From an optimization exercise on the open Yosys and OpenROAD flow, aimed at small area and a short achievable clock period; shortcuts taken in it are not production practice. The RTL was checked by simulation tests, not by an equivalence proof against the original design. In every run shown here, the design's own scripts or RTL, not TritonCTS, make the clock network. The clock port is modelled as an ideal driver, which makes a skipped or thinned clock tree look cheaper than it is; a real chip needs a root buffer or a tree. Power and IR drop assume default switching activity.

==> flow/design.v, too long to show whole: its modules and the start of the top module <==
// module core_settings_regs: 195 lines
// module stick_deadzone: 62 lines
// module color_correct: 86 lines
// module cc_rb: 609 lines
// module rtc_packer: 30 lines
// module core_top: 67 lines
module core_top #(
  parameter int reset_pulse_cycles = 1048576
) (
  input  logic                          clk_74a,
  input  logic                          pll_core_locked,
  input  logic [core_pkg::bridge_w-1:0] bridge_addr,
  input  logic                          bridge_wr,
  input  logic [core_pkg::bridge_w-1:0] bridge_wr_data,
  input  logic [31:0]                   cont1_joy,
  input  logic [core_pkg::bridge_w-1:0] rtc_date,
  input  logic [core_pkg::bridge_w-1:0] rtc_time,
  input  logic [core_pkg::rgb_w-1:0]    rgb_in,
  input  logic                          de_in,
  input  logic                          vs_in,
  input  logic [core_pkg::chan_w-1:0]   snap_index,
  output logic                          core_reset,
  output logic [core_pkg::chan_w-1:0]   stick_x,
  output logic [core_pkg::chan_w-1:0]   stick_y,
  output logic [23:0]                   video_rgb,
  output logic                          video_de,
  output logic [core_pkg::rtc_w-1:0]    rtc_word
);
  // ...
==> flow/flow/run.sh <==
#!/bin/bash
# The standard layout (standard.sh), with these changes to how it is made:
# - the ports get the smallest buffer (buf_1) instead of the delay buffer
#   buffer_ports picks by itself;
# - after synthesis, polar.py removes inverters between adder cells by
#   flipping full adders (a full adder is self-dual), without touching the
#   registers or changing the logic function;
# - after global placement, the gate that makes core_reset gets its own
#   buffer on pll_core_locked (clone_reset_buf.tcl), apart from the reset tree;
# - after clock tree synthesis, its 17-buffer H-tree is replaced by a root
#   buffer and leaf buffers over k-means groups of the registers, as many
#   groups (from 8) as keep the estimated clock-pin slew under 95 ps
#   (post_cts.tcl, manual_cts.tcl);
# - timing repair aims for 10.3 ns of setup slack, well beyond the 18 ns
#   constraint, so that it shortens the critical paths.
# - the constant outputs share the tie cells synthesis made, instead of one
#   tie cell per output (SKIP_REPAIR_TIE_FANOUT).
# The constraints (constraint.sdc) and everything else are the standard flow's.
set -eo pipefail
export BUFFER_PORTS_ARGS="-buffer_cell sky130_fd_sc_hd__buf_1"
export SETUP_SLACK_MARGIN=10.45
export SKIP_REPAIR_TIE_FANOUT=1
export CTS_ARGS="-sink_clustering_enable -repair_clock_nets -buf_list sky130_fd_sc_hd__clkbuf_8 -dont_use_dummy_load"
export POST_CTS_TCL=$PWD/flow/post_cts.tcl
export MCTS_LEAVES=8
export MCTS_SLEW_TARGET=0.095
export MCTS_LEAF=sky130_fd_sc_hd__clkbuf_8
export MCTS_ROOT=sky130_fd_sc_hd__clkbuf_8
RES=$PWD/orfs/results/sky130hd/core_top/base
bash standard.sh $RES/1_2_yosys.v 2>&1 | tee standard_0.log
python3 flow/polar.py $RES/1_2_yosys.v $RES/1_2_yosys.v 2>&1 | tee polar.log
bash standard.sh $RES/3_3_place_gp.odb 2>&1 | tee standard_1.log
CLONE_ODB=$RES/3_3_place_gp.odb openroad -no_init -exit flow/clone_reset_buf.tcl 2>&1 | tee clone.log
bash standard.sh 2>&1 | tee standard_2.log
==> flow/flow/clone_reset_buf.tcl <==
# Give the core_reset gate its own input buffer on pll_core_locked, so that
# the combinational pll_core_locked -> core_reset path does not wait on the
# buffer that also drives the registers' reset tree.
set odb_file $::env(CLONE_ODB)
read_db $odb_file
set block [ord::get_db_block]
set db [ord::get_db]
set pnet [$block findNet pll_core_locked]
set inbuf ""
foreach it [$pnet getITerms] {
  if {[$it isInputSignal]} { set inbuf [$it getInst] }
}
if {$inbuf eq ""} { puts "clone: no input buffer found"; exit 0 }
set bnet [[$inbuf findITerm X] getNet]
# core_reset port -> output buffer -> gate
set onet [$block findNet core_reset]
set obuf ""
foreach it [$onet getITerms] { if {[$it isOutputSignal]} { set obuf [$it getInst] } }
set gnet [[$obuf findITerm A] getNet]
proc driver_inst {net} {
  foreach it [$net getITerms] { if {[$it isOutputSignal]} { return [$it getInst] } }
  return ""
}
# search the fan-in cone of core_reset (a few gates deep) for the input pin
# fed by the pll_core_locked input buffer, directly or through buffers
proc on_inbuf {net bnet} {
  for {set k 0} {$k < 4} {incr k} {
    if {[$net getName] eq [$bnet getName]} { return 1 }
    set d [driver_inst $net]
    if {$d eq "" || ![string match "*buf*" [[$d getMaster] getName]]} { return 0 }
    set net [[$d findITerm A] getNet]
  }
  return 0
}
set gpin ""
set frontier [list $gnet]
for {set lvl 0} {$lvl < 4 && $gpin eq ""} {incr lvl} {
  set next {}
  foreach net $frontier {
    set g [driver_inst $net]
    if {$g eq ""} { continue }
    foreach it [$g getITerms] {
      if {![$it isInputSignal] || [$it getNet] eq "NULL"} { continue }
      if {[on_inbuf [$it getNet] $bnet]} { set gpin $it; set gate $g; break }
      lappend next [$it getNet]
    }
    if {$gpin ne ""} { break }
  }
  set frontier $next
}
if {$gpin eq ""} { puts "clone: core_reset gate not on the input buffer net"; exit 0 }
puts "clone: input buffer [$inbuf getName], output buffer [$obuf getName], gate [$gate getName] pin [[$gpin getMTerm] getName]"
set m [$db findMaster sky130_fd_sc_hd__buf_1]
set ni [odb::dbInst_create $block $m "core_reset_pll_buf"]
set nn [odb::dbNet_create $block "core_reset_pll_net"]
[$ni findITerm A] connect $pnet
[$ni findITerm X] connect $nn
$gpin disconnect
$gpin connect $nn
foreach t [$ni getITerms] { set n [$t getMTerm]; if {[$n getSigType] eq "POWER"} { $t connect [$block findNet VDD] } ; if {[$n getSigType] eq "GROUND"} { $t connect [$block findNet VSS] } }
set loc [$gate getLocation]
$ni setLocation [lindex $loc 0] [lindex $loc 1]
$ni setPlacementStatus PLACED
write_db $odb_file
==> flow/flow/manual_cts.tcl <==
# Manual clock tree: the clock port drives one root buffer, which drives one
# leaf buffer per group of registers; the groups are formed by k-means on the
# register positions. Used instead of TritonCTS's H-tree, which for this small
# design builds 17 buffers.
proc manual_clock_tree {nleaf leaf_master root_master} {
  set block [ord::get_db_block]
  set db [ord::get_db]
  set clknet [$block findNet clk_74a]
  set sinks {}
  foreach it [$clknet getITerms] {
    if {[$it isInputSignal]} { lappend sinks $it }
  }
  set n [llength $sinks]
  # positions
  set xs {}; set ys {}
  foreach it $sinks {
    set b [[$it getInst] getBBox]
    lappend xs [expr {([$b xMin] + [$b xMax]) / 2.0}]
    lappend ys [expr {([$b yMin] + [$b yMax]) / 2.0}]
  }
  # k-means, initial centres spread along x then y
  set idx [lsort -integer -indices [lmap x $xs {expr {int($x)}}]]
  set cx {}; set cy {}
  for {set k 0} {$k < $nleaf} {incr k} {
    set i [lindex $idx [expr {int(($k + 0.5) * $n / $nleaf)}]]
    lappend cx [lindex $xs $i]; lappend cy [lindex $ys $i]
  }
  for {set iter 0} {$iter < 50} {incr iter} {
    set asg {}
    for {set i 0} {$i < $n} {incr i} {
      set best 0; set bd 1e30
      for {set k 0} {$k < $nleaf} {incr k} {
        set d [expr {abs([lindex $xs $i] - [lindex $cx $k]) + abs([lindex $ys $i] - [lindex $cy $k])}]
        if {$d < $bd} { set bd $d; set best $k }
      }
      lappend asg $best
    }
    set ncx {}; set ncy {}
    for {set k 0} {$k < $nleaf} {incr k} {
      set sx 0; set sy 0; set c 0
      for {set i 0} {$i < $n} {incr i} {
        if {[lindex $asg $i] == $k} { set sx [expr {$sx + [lindex $xs $i]}]; set sy [expr {$sy + [lindex $ys $i]}]; incr c }
      }
      if {$c > 0} { lappend ncx [expr {$sx / $c}]; lappend ncy [expr {$sy / $c}] } else { lappend ncx [lindex $cx $k]; lappend ncy [lindex $cy $k] }
    }
    set cx $ncx; set cy $ncy
  }
  set lm [$db findMaster $leaf_master]
  set rm [$db findMaster $root_master]
  set vdd [$block findNet VDD]; set vss [$block findNet VSS]
  proc pg {inst vdd vss} {
    foreach t [$inst getITerms] {
      set s [[$t getMTerm] getSigType]
      if {$s eq "POWER"} { $t connect $vdd }
      if {$s eq "GROUND"} { $t connect $vss }
    }
  }
  # root buffer at the centre of the leaves
  set rx 0; set ry 0
  foreach x $cx y $cy { set rx [expr {$rx + $x}]; set ry [expr {$ry + $y}] }
  set rx [expr {int($rx / $nleaf)}]; set ry [expr {int($ry / $nleaf)}]
  set root [odb::dbInst_create $block $rm "clkroot_buf"]
  set rnet [odb::dbNet_create $block "clkroot_net"]
  $rnet setSigType CLOCK
  [$root findITerm A] connect $clknet
  [$root findITerm X] connect $rnet
  pg $root $vdd $vss
  $root setLocation $rx $ry; $root setPlacementStatus PLACED
  for {set k 0} {$k < $nleaf} {incr k} {
    set lb [odb::dbInst_create $block $lm "clkleaf_buf_$k"]
    set lnet [odb::dbNet_create $block "clkleaf_net_$k"]
    $lnet setSigType CLOCK
    [$lb findITerm A] connect $rnet
    [$lb findITerm X] connect $lnet
    pg $lb $vdd $vss
    $lb setLocation [expr {int([lindex $cx $k])}] [expr {int([lindex $cy $k])}]
    $lb setPlacementStatus PLACED
    for {set i 0} {$i < $n} {incr i} {
      if {[lindex $asg $i] == $k} {
        set it [lindex $sinks $i]
        $it disconnect
        $it connect $lnet
      }
    }
  }
  puts "manual_clock_tree: $n sinks, $nleaf leaves"
}
==> flow/flow/polar.py <==
#!/usr/bin/env python3
"""Inverter cleanup on a mapped sky130 netlist from yosys.

A full adder is self-dual: FA(~a, ~b, ~c) = (~sum, ~cout). Yosys's extract_fa
leaves inverters between adder cells when neighbouring adders were extracted
in opposite polarity. This pass flips full adders where that removes
inverters, and removes inverter pairs. The logic function is unchanged.
usage: polar.py in.v out.v
"""
import re, sys, collections

INV = "sky130_fd_sc_hd__inv_1"
FA_RE = re.compile(r"sky130_fd_sc_hd__fa_\d+$")

def parse(text):
    # split module into header, cell instances, trailer
    m = re.search(r"(module\s.*?;)(.*)(endmodule)", text, re.S)
    head, body, tail = text[:m.end(1)], m.group(2), text[m.start(3):]
    items = []   # list of ("raw", str) or ("cell", typ, name, [(pin, net)])
    pos = 0
    cell_re = re.compile(r"\s*(sky130_fd_sc_hd__\w+)\s+(\S+)\s*\((.*?)\);", re.S)
    for stmt in re.finditer(r"[^;]*;", body, re.S):
        s = stmt.group(0)
        cm = cell_re.fullmatch(s)
        if cm:
            pins = [(p, n.strip()) for p, n in re.findall(r"\.(\w+)\(([^()]*)\)", cm.group(3))]
            items.append(["cell", cm.group(1), cm.group(2), pins])
        else:
            items.append(["raw", s])
        pos = stmt.end()
    rest = body[pos:]
    return head, items, rest, tail

OUTPINS = {"X", "Y", "Q", "Q_N", "SUM", "COUT", "HI", "LO"}

def run(text):
    head, items, rest, tail = parse(text)
    cells = [it for it in items if it[0] == "cell"]
    newwires = []
    cnt = [0]
    def fresh():
        cnt[0] += 1
        w = f"_polar{cnt[0]}_"
        newwires.append(w)
        return w
    def build():
        drv, loads = {}, collections.defaultdict(list)
        for c in cells:
            if c[0] != "cell": continue
            for i, (p, n) in enumerate(c[3]):
                if p in OUTPINS: drv[n] = (c, p)
                else: loads[n].append((c, i))
        return drv, loads
    protected = set()  # nets that are ports: never remove their drivers' identity
    ports = set(re.findall(r"(?:input|output)\s+(?:\[[^\]]*\]\s*)?([^;\s]+)", head + "".join(x[1] for x in items if x[0] == "raw")))
    changed = True
    rounds = 0
    while changed and rounds < 50:
        changed = False; rounds += 1
        drv, loads = build()
        # 1) inverter pairs: inv(inv(x)) -> x for loads that are not ports
        for c in cells:
            if c[0] != "cell" or c[1] != INV: continue
            a = dict(c[3])["A"]; y = dict(c[3])["Y"]
            d = drv.get(a)
            if d and d[0][1] == INV and y not in ports:
                x = dict(d[0][3])["A"]
                for (lc, i) in loads[y]:
                    lc[3][i] = (lc[3][i][0], x)
                c[0] = "dead"; changed = True
        if changed: 
            cells[:] = [c for c in cells if c[0] == "cell"]
            # drop inverters with no loads
            drv, loads = build()
            for c in cells:
                if c[1] == INV and dict(c[3])["Y"] not in ports and not loads[dict(c[3])["Y"]]:
                    c[0] = "dead"
            cells[:] = [c for c in cells if c[0] == "cell"]
            continue
        # 2) flip a full adder when that saves inverters
        best = None
        for c in cells:
            if not FA_RE.match(c[1]): continue
            pins = dict(c[3])
            ins = [pins["A"], pins["B"], pins["CIN"]]
            outs = [pins["SUM"], pins["COUT"]]
            cost = 0
            for n in ins:
                d = drv.get(n)
                if d and d[0][1] == INV and len(loads[n]) == 1 and n not in ports:
                    cost -= 1          # its inverter goes away
                else:
                    cost += 1          # needs a new inverter
            for n in outs:
                ls = loads[n]
                if n in ports or not ls: cost += 1; continue
                if all(lc[1] == INV for lc, _ in ls):
                    cost -= len(ls)    # each load inverter goes away
                    cost += 0
                else:
                    cost += 1          # new inverter on the output
            if cost < 0 and (best is None or cost < best[0]):
                best = (cost, c)
        if best:
            cost, c = best
            pins = dict(c[3])
            newpins = []
            for p, n in c[3]:
                if p in ("A", "B", "CIN"):
                    d = drv.get(n)
                    if d and d[0][1] == INV and len(loads[n]) == 1 and n not in ports:
                        newpins.append((p, dict(d[0][3])["A"])); d[0][0] = "dead"
                    else:
                        w = fresh(); cells.append(["cell", INV, f"_polar_i{cnt[0]}_", [("A", n), ("Y", w)]])
                        newpins.append((p, w))
                elif p in ("SUM", "COUT"):
                    ls = loads[n]
                    w = fresh()
                    if n not in ports and ls and all(lc[1] == INV for lc, _ in ls):
                        # every load is an inverter: they now see the true value
                        for lc, i in ls:
                            y = dict(lc[3])["Y"]
                            for (llc, j) in loads[y]:
                                llc[3][j] = (llc[3][j][0], w)
                            if y in ports:
                                lc[3] = [("A", w), ("Y", y)]; lc[1] = "sky130_fd_sc_hd__buf_1"
                            else:
                                lc[0] = "dead"
                    else:
                        cells.append(["cell", INV, f"_polar_o{cnt[0]}_", [("A", w), ("Y", n)]])
                    newpins.append((p, w))
                else:
                    newpins.append((p, n))
            c[3] = newpins
            cells[:] = [x for x in cells if x[0] == "cell"]
            changed = True
    # re-emit
    out = [head]
    wires = "".join(f"\n  wire {w};" for w in newwires)
    out.append(wires)
    for it in items:
        if it[0] == "raw": out.append(it[1])
    for c in cells:
        pins = ",\n".join(f"    .{p}({n}{' ' if n.startswith(chr(92)) else ''})" for p, n in c[3])
        out.append(f"\n  {c[1]} {c[2]} (\n{pins}\n  );")
    out.append(rest); out.append("\n" + tail)
    return "".join(out)

if __name__ == "__main__":
    text = open(sys.argv[1]).read()
    res = run(text)
    open(sys.argv[2], "w").write(res)
    b = len(re.findall(INV + r"\s", text)); a = len(re.findall(INV + r"\s", res))
    print(f"polar: inverters {b} -> {a}", file=sys.stderr)
==> flow/flow/post_cts.tcl <==
source [file join [file dirname [info script]] manual_cts.tcl]
set block [ord::get_db_block]
set clknet [$block findNet clk_74a]
set sinks {}
foreach inst [$block getInsts] {
  set ck [$inst findITerm CLK]
  if {$ck ne "NULL" && [$ck getNet] ne "NULL"} { lappend sinks $ck }
}
proc remove_tree {block} {
  set removed 0
  foreach inst [$block getInsts] {
    set n [$inst getName]
    if {[string match "clkbuf_*" $n] || [string match "clkload*" $n] || [string match "clkroot_buf" $n] || [string match "clkleaf_buf_*" $n]} {
      odb::dbInst_destroy $inst; incr removed
    }
  }
  foreach net [$block getNets] {
    set n [$net getName]
    if {[string match "clknet_*" $n] || $n eq "clkroot_net" || [string match "clkleaf_net_*" $n]} { odb::dbNet_destroy $net }
  }
  return $removed
}
proc worst_clk_slew {} {
  estimate_parasitics -placement
  set worst 0
  foreach pin [get_pins -of_objects [all_registers] -filter "name==CLK"] {
    set s [get_property $pin slew_max]
    if {$s > $worst} { set worst $s }
  }
  return $worst
}
set target $::env(MCTS_SLEW_TARGET)
for {set nleaf $::env(MCTS_LEAVES)} {$nleaf <= 20} {incr nleaf} {
  set removed [remove_tree $block]
  foreach ck $sinks { if {[$ck getNet] ne "NULL"} { $ck disconnect }; $ck connect $clknet }
  manual_clock_tree $nleaf $::env(MCTS_LEAF) $::env(MCTS_ROOT)
  set w [worst_clk_slew]
  puts "post_cts: $nleaf leaves, removed $removed cells, worst clock-pin slew $w"
  if {$w <= $target} { break }
}
detailed_placement
check_placement -verbose
set w [worst_clk_slew]
puts "post_cts: after legalizing, worst clock-pin slew $w"
==> flow/standard.sh <==
#!/bin/bash
# synth_recipe.tcl (not shown) runs the flow's synth.tcl, then flattens the netlist and writes it again
# the make line also repeats each setting of config.mk as NAME=value (left out here)
make -C /OpenROAD-flow-scripts/flow DESIGN_CONFIG=/design/flow/config.mk WORK_HOME=/design/flow/orfs CLKGATE_MAP_FILE= SYNTH_SCRIPT=/design/flow/synth_recipe.tcl "${@:-finish}"
==> flow/config.mk <==
export PLATFORM = sky130hd
export DESIGN_NAME = core_top
export DESIGN_NICKNAME = core_top
export VERILOG_FILES = /design/flow/design.v
export SDC_FILE = /design/flow/constraint.sdc
export NUM_CORES = 4
export LEC_CHECK = 0
export CAP_MARGIN = 20
export CORE_MARGIN = 2
export CORE_UTILIZATION = 40
export SLEW_MARGIN = 20
==> flow/constraint.sdc <==
create_clock -name core_clock -period 18.0 [get_ports {clk_74a}]
set_input_delay 3.6000 -clock core_clock [delete_from_list [all_inputs] [get_ports {clk_74a}]]
set_output_delay 3.6000 -clock core_clock [all_outputs]
set_load 0.01 [all_outputs]
==> metrics.csv, run 1 <==
metric,value,unit
status,timing/DRC/antenna clean,
cp-startpoint,rtc_time[14],
path_clk_slew,80,ps
rsz0062_at_grt,true,
power.largest_group,registers,
timing.final.crit_period,7510,ps
cts_sinks,114,
worst-path-stages,2,
fin_crit_sh,0.417,
route.top_layer_used,met4,
cp_common_cell,buf_1,
num_io_pins,304,
sw_frac_of_total,0.351,
drc,0,
die_x,161,um
routed-wl-met3,1.21,mm
seq-cell-share,0.264,
report.final.setup_viol,0,
design.final.nets,1524,
timing.reg2reg.worst_path_depth,23,
combinationalPowerShare,0.391,
synth_warnings,5,
routing_usage_on_met2,0.301,
vias,7774,
start_kind,input port,
worst_path_largest_cell_delay,170,ps
==> inputs of run 2 (changes only) <==
--- a/flow/flow/run.sh
+++ b/flow/flow/run.sh
@@ -19,6 +19,7 @@
 set -eo pipefail
 export BUFFER_PORTS_ARGS="-buffer_cell sky130_fd_sc_hd__buf_1"
-export SETUP_SLACK_MARGIN=10.45
+export SETUP_SLACK_MARGIN=10.3
 export SKIP_REPAIR_TIE_FANOUT=1
+export REMOVE_ABC_BUFFERS=1
 export CTS_ARGS="-sink_clustering_enable -repair_clock_nets -buf_list sky130_fd_sc_hd__clkbuf_8 -dont_use_dummy_load"
 export POST_CTS_TCL=$PWD/flow/post_cts.tcl
==> metrics.csv, run 2 <==
metric,value,unit,change
drc,0,,unchanged
layout.cell_area.non_filler,10800,sq um,was 10900 sq um
slew_headroom,0.516,,was 0.357
first_global_vias,7775,,was 7610
critPathRequiredTime,18300,ps,was 14400 ps
finalCoreUtilization,0.444,,was 0.448
cts_sinks,114,,unchanged
holdPathStages,1,,was 2
crit_path_slowest_cell,fa_1,,was buf_1
syn_inst,1069,,unchanged
timing.critical_path.to_type,flop,,was primary output
place.port_buffers,184,,unchanged
combinationalPowerShare,0.380,,was 0.391
setup_ws_post_layout,10400,ps,was 10490 ps
timing.hold.worst.class,flop to flop,,unchanged
worst_path_dominant_cell_family,adder cells,,was buffers and inverters
design.final.nets,1520,,was 1524
r2r_setup_slack,10520,ps,was 10640 ps
worst_path_largest_cell_delay,530,ps,was 170 ps
synth_warnings,5,,unchanged
detail_route.wl_per_cell,17.3,um,was 15.2 um
globalRouteOverflowTotal,0,,unchanged
drt-pass1-iter-count,6,,was 5
slew_violations,0,,unchanged
report.final.hold_viol_count,0,,unchanged
critPathMaxFanout,12,,was 3
final.fill_count,2464,,was 2415
final_routed_wirelength,26.2,mm,was 23.0 mm
start_util,0.405,,unchanged
timing_worst_setup_path_type,input port to flop,,was input port to primary output
drive_above_1_share,0.0708,,was 0.0882
sw_frac_of_total,0.352,,was 0.351
worst_ir_drop_vdd,51.7,uV,was 59.7 uV
cp-startpoint,rgb_in[22],,was rtc_time[14]
syn-cell-area,9830,sq um,unchanged
capturing_point_of_the_worst_reg2reg_path,i_color.video_rgb[22],,unchanged
worst_slew_pin_tran,725,ps,was 965 ps
report.final.setup_viol,0,,unchanged
timing.setup.tns,0,ps,unchanged
timing.critical_path.cells,"buf_2, clkinvlp_4, ha_4, a222oi_1, ha_1, fa_1, fa_1, nand2b_1, o221ai_1, or4_1, nand3b_1, a21o_1, a211oi_4, o21ai_0, a32o_1",,"was buf_1, buf_1"
power.share.clock,0.209,,was 0.201
start_kind,input port,,unchanged
num_rows,57,,unchanged
fin_skew,18.1,ps,was 31.2 ps
gp_congestion,0.865,,was 0.805
global_route_usage_over_all_layers,0.202,,was 0.176
routed_via_density,5.24,,was 5.13
reg2reg_from,i_settings.strength[1],,was i_settings.strength[0]
place_hpwl,20.7,mm,was 17.8 mm
power.net_switching,0.000246,W,was 0.000245 W
worstHoldStart,i_rtc.rtc_changed,,was i_color.video_rgb[16]
placedInstanceArea,10400,sq um,was 10300 sq um
die-height,161,um,unchanged
cp_common_cell,fa_1,,was buf_1
power_frac_seq,0.411,,was 0.408
mostFrequentLayoutCell,buf_1,,unchanged
crit_buf_inv,2,,unchanged
vias,7905,,was 7774
clk-insertion-delay-late,430,ps,about the same
timing.final.crit_period,7600,ps,was 7510 ps
internal_power,0.000451,W,was 0.000453 W
path_clk_slew,80,ps,about the same
postRouteAntennaNets,0,,unchanged
largest_register_ff_count,32,,unchanged
max_cap_viol_count,0,,unchanged
mostFrequentLayoutCells,"179 x buf_1, 107 x dfrtp_1, 102 x inv_1, 87 x nand2_1",,"was 170 x buf_1, 107 x dfrtp_1, 101 x inv_1, 87 x nand2_1, 67 x o21ai_0"
die_x,161,um,unchanged
area_growth,9.46,%,was 10.4%
worst_ep_arrival_time,7900,ps,was 3910 ps
whs_endpoint,i_rtc.rtc_changed,,was i_color.video_rgb[16]
antenna_cells_inserted,0,,unchanged
grt_first_pass_wirelength,42.2,mm,was 37.9 mm
rsz0062_at_grt,true,,unchanged
num_io_pins,304,,unchanged
timing.reg2reg.worst_path_depth,26,,was 23
largest-register,i_rtc.prev_time,,unchanged
maximum_number_of_pins_on_one_net_before_global_route_repair,83,,was 77
status,timing/DRC/antenna clean,,unchanged
fin_crit_sh,0.422,,was 0.417
placedCellCount,1483,,was 1479
dp_slack,9540,ps,was 9510 ps
floorplan.die_area,25800,sq um,unchanged
power.static_leakage,4.81,nW,was 4.88 nW
coreArea,24200,sq um,unchanged
biggestRegsByFlops,"i_rtc.prev_time x32, i_color.video_rgb x24, i_settings.pulse_lfsr x20",,unchanged
power_per_unit_of_standard_cell_area,64.7,nW/um^2,was 64.3 nW/um^2
achievable-frequency,132,MHz,was 133 MHz
drt_iter0_drc,439,,was 495
antenna_found_initial,1,,was 0
synth_area_per_cell,9.20,sq um,unchanged
fin_cells,1510,,was 1514
==> run 2: final cells by class <==
class	count	area [sq um]	share of cell area
buffer	14	183	0.0170
inverter	105	403	0.0374
multi-input combinational	746	6030	0.560
sequential	114	2860	0.266
tap	324	405	0.0377
timing repair buffer	207	877	0.0815
==> run 2: worst max-delay path by stage <==
| stage | to | slack (ps) | cells past startpoint |
|---|---|---|---|
| 5_1_grt | i_color.video_rgb[22] | 10180 | 26 |
| 6_report | i_color.video_rgb[22] | 10400 | 15 |
| 2_1_floorplan | i_color.video_rgb[22] | 10430 | 26 |
| 3_5_place_dp | i_color.video_rgb[22] | 9540 | 26 |
| 3_3_place_gp | i_color.video_rgb[22] | 9530 | 15 |
==> run 2: power by group through the flow <==
stage	registers, W	logic, W	clock network, W
after floorplan	0.000297	0.000165	0
after global placement	0.000291	0.000252	0
after detailed placement	0.000291	0.000256	0
after global routing	0.000289	0.000302	0.000163
final	0.000286	0.000265	0.000145
==> run 2: worst reg2reg max path: stages (launching register included) <==
cell and delay [ps]:
dfrtp_4 460, ha_2 220, a211oi_1 110, fa_1 460
fa_1 460, fa_2 420, fa_2 380, inv_1 90
fa_2 270, inv_1 120, fa_2 420, fa_2 390
xnor2_1 150, xnor2_1 140, a222oi_1 380, fa_1 500
inv_1 70, ha_1 220, inv_1 70, fa_1 420
ha_2 320, a21o_1 180, a21oi_2 180, nor3b_4 260
a211oi_4 110, or3_1 320, a32o_1 240
==> run 2: per-layer routing <==
layer | track usage | up-vias | part of all wire
met5 | 0.0398 | - | 0.0062
met4 | 0.0223 | 4 | 0.0091
met3 | 0.0968 | 23 | 0.12
met2 | 0.288 | 274 | 0.41
met1 | 0.284 | 3787 | 0.45
li1 | - | 3817 | -
==> run 2: through the flow <==
step	total power [W]	hold WS, ps
after global placement	0.000542	464
final	0.000697	477
after floorplan	0.000461	449
after detailed placement	0.000546	469
after global routing	0.000754	507
==> inputs of run 3 (changes only) <==
--- a/flow/flow/run.sh
+++ b/flow/flow/run.sh
@@ -21,5 +21,4 @@
 export SETUP_SLACK_MARGIN=10.3
 export SKIP_REPAIR_TIE_FANOUT=1
-export REMOVE_ABC_BUFFERS=1
 export CTS_ARGS="-sink_clustering_enable -repair_clock_nets -buf_list sky130_fd_sc_hd__clkbuf_8 -dont_use_dummy_load"
 export POST_CTS_TCL=$PWD/flow/post_cts.tcl
==> metrics.csv, run 3 <==
metric,value,unit,change
critPathMaxFanout,12,,unchanged
sw_frac_of_total,0.352,,about the same
biggestRegsByFlops,"i_rtc.prev_time x32, i_color.video_rgb x24, i_settings.pulse_lfsr x20",,unchanged
clk-insertion-delay-late,430,ps,about the same
cp_common_cell,fa_1,,unchanged
mostFrequentLayoutCells,"180 x buf_1, 107 x dfrtp_1, 103 x inv_1, 88 x nand2_1, 68 x o21ai_0",,"was 179 x buf_1, 107 x dfrtp_1, 102 x inv_1, 87 x nand2_1"
grt_first_pass_wirelength,37.8,mm,was 42.2 mm
antenna_found_initial,0,,was 1
internal_power,0.000445,W,was 0.000451 W
maximum_number_of_pins_on_one_net_before_global_route_repair,77,,was 83
cts_sinks,114,,unchanged
antenna_cells_inserted,0,,unchanged
final.fill_count,2423,,was 2464
coreArea,24200,sq um,unchanged
largest_register_ff_count,32,,unchanged
crit_path_slowest_cell,fa_1,,unchanged
worst_path_largest_cell_delay,540,ps,was 530 ps
place_hpwl,17.8,mm,was 20.7 mm
start_util,0.405,,unchanged
power_frac_seq,0.414,,was 0.411
final_routed_wirelength,22.9,mm,was 26.2 mm
num_rows,57,,unchanged
slew_violations,0,,unchanged
fin_skew,30.0,ps,was 18.1 ps
power.net_switching,0.000242,W,was 0.000246 W
area_growth,8.86,%,was 9.46%
timing.final.crit_period,7550,ps,was 7600 ps
achievable-frequency,132,MHz,about the same
power.static_leakage,4.79,nW,was 4.81 nW
timing.critical_path.to_type,flop,,unchanged
worst_ir_drop_vdd,59.4,uV,was 51.7 uV
syn_inst,1069,,unchanged
floorplan.die_area,25800,sq um,unchanged
die-height,161,um,unchanged
drc,0,,unchanged
timing.setup.tns,0,ps,unchanged
drt-pass1-iter-count,6,,unchanged
first_global_vias,7603,,was 7775
drt_iter0_drc,502,,was 439
rsz0062_at_grt,true,,unchanged
global_route_usage_over_all_layers,0.176,,was 0.202
timing_worst_setup_path_type,input port to flop,,unchanged
gp_congestion,0.805,,was 0.865
num_io_pins,304,,unchanged
power.share.clock,0.204,,was 0.209
max_cap_viol_count,0,,unchanged
combinationalPowerShare,0.381,,was 0.380
die_x,161,um,unchanged
path_clk_slew,80,ps,about the same
worst_slew_pin_tran,965,ps,was 725 ps
timing.critical_path.cells,"clkbuf_2, inv_1, ha_4, a222oi_1, ha_1, fa_1, fa_1, nand2b_1, o221ai_1, or4_1, nand3b_1, a21o_1, a211oi_4, o21ai_0, a32o_1",,"was buf_2, clkinvlp_4, ha_4, a222oi_1, ha_1, fa_1, fa_1, nand2b_1, o221ai_1, or4_1, nand3b_1, a21o_1, a211oi_4, o21ai_0, a32o_1"
report.final.hold_viol_count,0,,unchanged
syn-cell-area,9830,sq um,unchanged
largest-register,i_rtc.prev_time,,unchanged
final.hold.worst_slack,482,ps,was 477 ps
mostFrequentLayoutCell,buf_1,,unchanged
timing.hold.worst.class,flop to flop,,unchanged
globalRouteOverflowTotal,0,,unchanged
postRouteAntennaNets,0,,unchanged
start_kind,input port,,unchanged
status,timing/DRC/antenna clean,,unchanged
fin_crit_sh,0.420,,was 0.422
synth_area_per_cell,9.20,sq um,unchanged
routed_via_density,5.14,,was 5.24
vias,7717,,was 7905
report.final.setup_viol,0,,unchanged
design.final.nets,1512,,was 1520
finalCoreUtilization,0.441,,was 0.444
place.port_buffers,184,,unchanged
detail_route.wl_per_cell,15.2,um,was 17.3 um
slew_headroom,0.357,,was 0.516
drive_above_1_share,0.0611,,was 0.0708
critPathRequiredTime,18320,ps,was 18300 ps
power_per_unit_of_standard_cell_area,64.2,nW/um^2,was 64.7 nW/um^2
r2r_setup_slack,10500,ps,was 10520 ps
synth_warnings,5,,unchanged
worst_ep_arrival_time,7880,ps,was 7900 ps
[run 3: final cells by class]
cell class,instances,area [sq um],area share
Multi-Input combinational cell,746,6040,0.564
Timing Repair Buffer,200,825,0.0770
Buffer,13,169,0.0158
Inverter,105,399,0.0373
Sequential cell,114,2870,0.268
Tap cell,324,405,0.0379
[run 3: power by group through the flow]
stage	registers, W	logic [W]	clock network [W]
after detailed placement	0.000290	0.000255	0
final	0.000284	0.000262	0.000140
after floorplan	0.000297	0.000183	0
after global routing	0.000287	0.000301	0.000158
after global placement	0.000289	0.000250	0
[run 3: metrics by stage]
stage               setup slack [ps]  cells  total power (W)  instance area, sq um
floorplan                      10500   1069         0.000480                  9830
global placement                9600   1478         0.000539                 10300
detailed placement              9510   1479         0.000545                 10300
global route                   10250   1502         0.000746                 10700
finish                         10450   1502         0.000687                 10700
[run 3: path summary, 6_finish.rpt]
path | start | end | cells past startpoint
min in group asynchronous | pll_core_locked | i_color.video_rgb[23] | 1
hold / removal | i_color.video_rgb[16] | i_color.video_rgb[16] | 2
hold reg to reg | i_color.video_rgb[16] | i_color.video_rgb[16] | 2
setup reg to reg | i_settings.strength[0] | i_color.video_rgb[22] | 25
setup / recovery | rgb_in[22] | i_color.video_rgb[22] | 15
max in group asynchronous | pll_core_locked | i_settings.strength[1] | 2
[run 3: per-layer routing]
metal | vias to the layer above | part of all wire | track usage | wire length [um]
met5 | - | 0 | 0 | 0
li1 | 3803 | - | - | -
met1 | 3692 | 0.47 | 0.239 | 10700
met3 | 17 | 0.058 | 0.0284 | 1320
met2 | 205 | 0.46 | 0.299 | 10600
met4 | 0 | 0.015 | 0.0345 | 354
[run 3: worst max-delay path: cells and delay by family]
kind | cells | cell delay, ps
AO/OA/AOI/OAI | 6 | 1430
adder cells (fa/ha/maj) | 4 | 1590
buffers and inverters | 2 | 350
AND/OR/NAND/NOR | 3 | 900

## what the ideal ports hide
The flow's constraints put no driver on any port. The routed layouts listed below were extracted and timed again, unchanged, in two steps. Step 1 assumes that a clkbuf_16 drives the clock port and a buf_2 every other input. Step 2 adds t to the input delays and takes it off the output delays; t is the mean of the earliest and latest rising clock arrival at the registers after step 1. Input paths then give back, and output paths get back, about the clock's delay inside the block. a / b / c = no drivers / after step 1 / after step 2; a / b = the first two.
run	t (ns)	setup slack, ns	cell pins on the clock port's net
run 1	0.467	10.486 / 10.429 / 10.092	1
run 2	0.462	10.402 / 10.382 / 9.953	1
run 3	0.467	10.448 / 10.423 / 10.009	1
After both steps setup and hold are still met in every run listed. The setup slack of run 2, which loses most, moves by -0.020 ns with the drivers and by -0.449 ns with both steps.
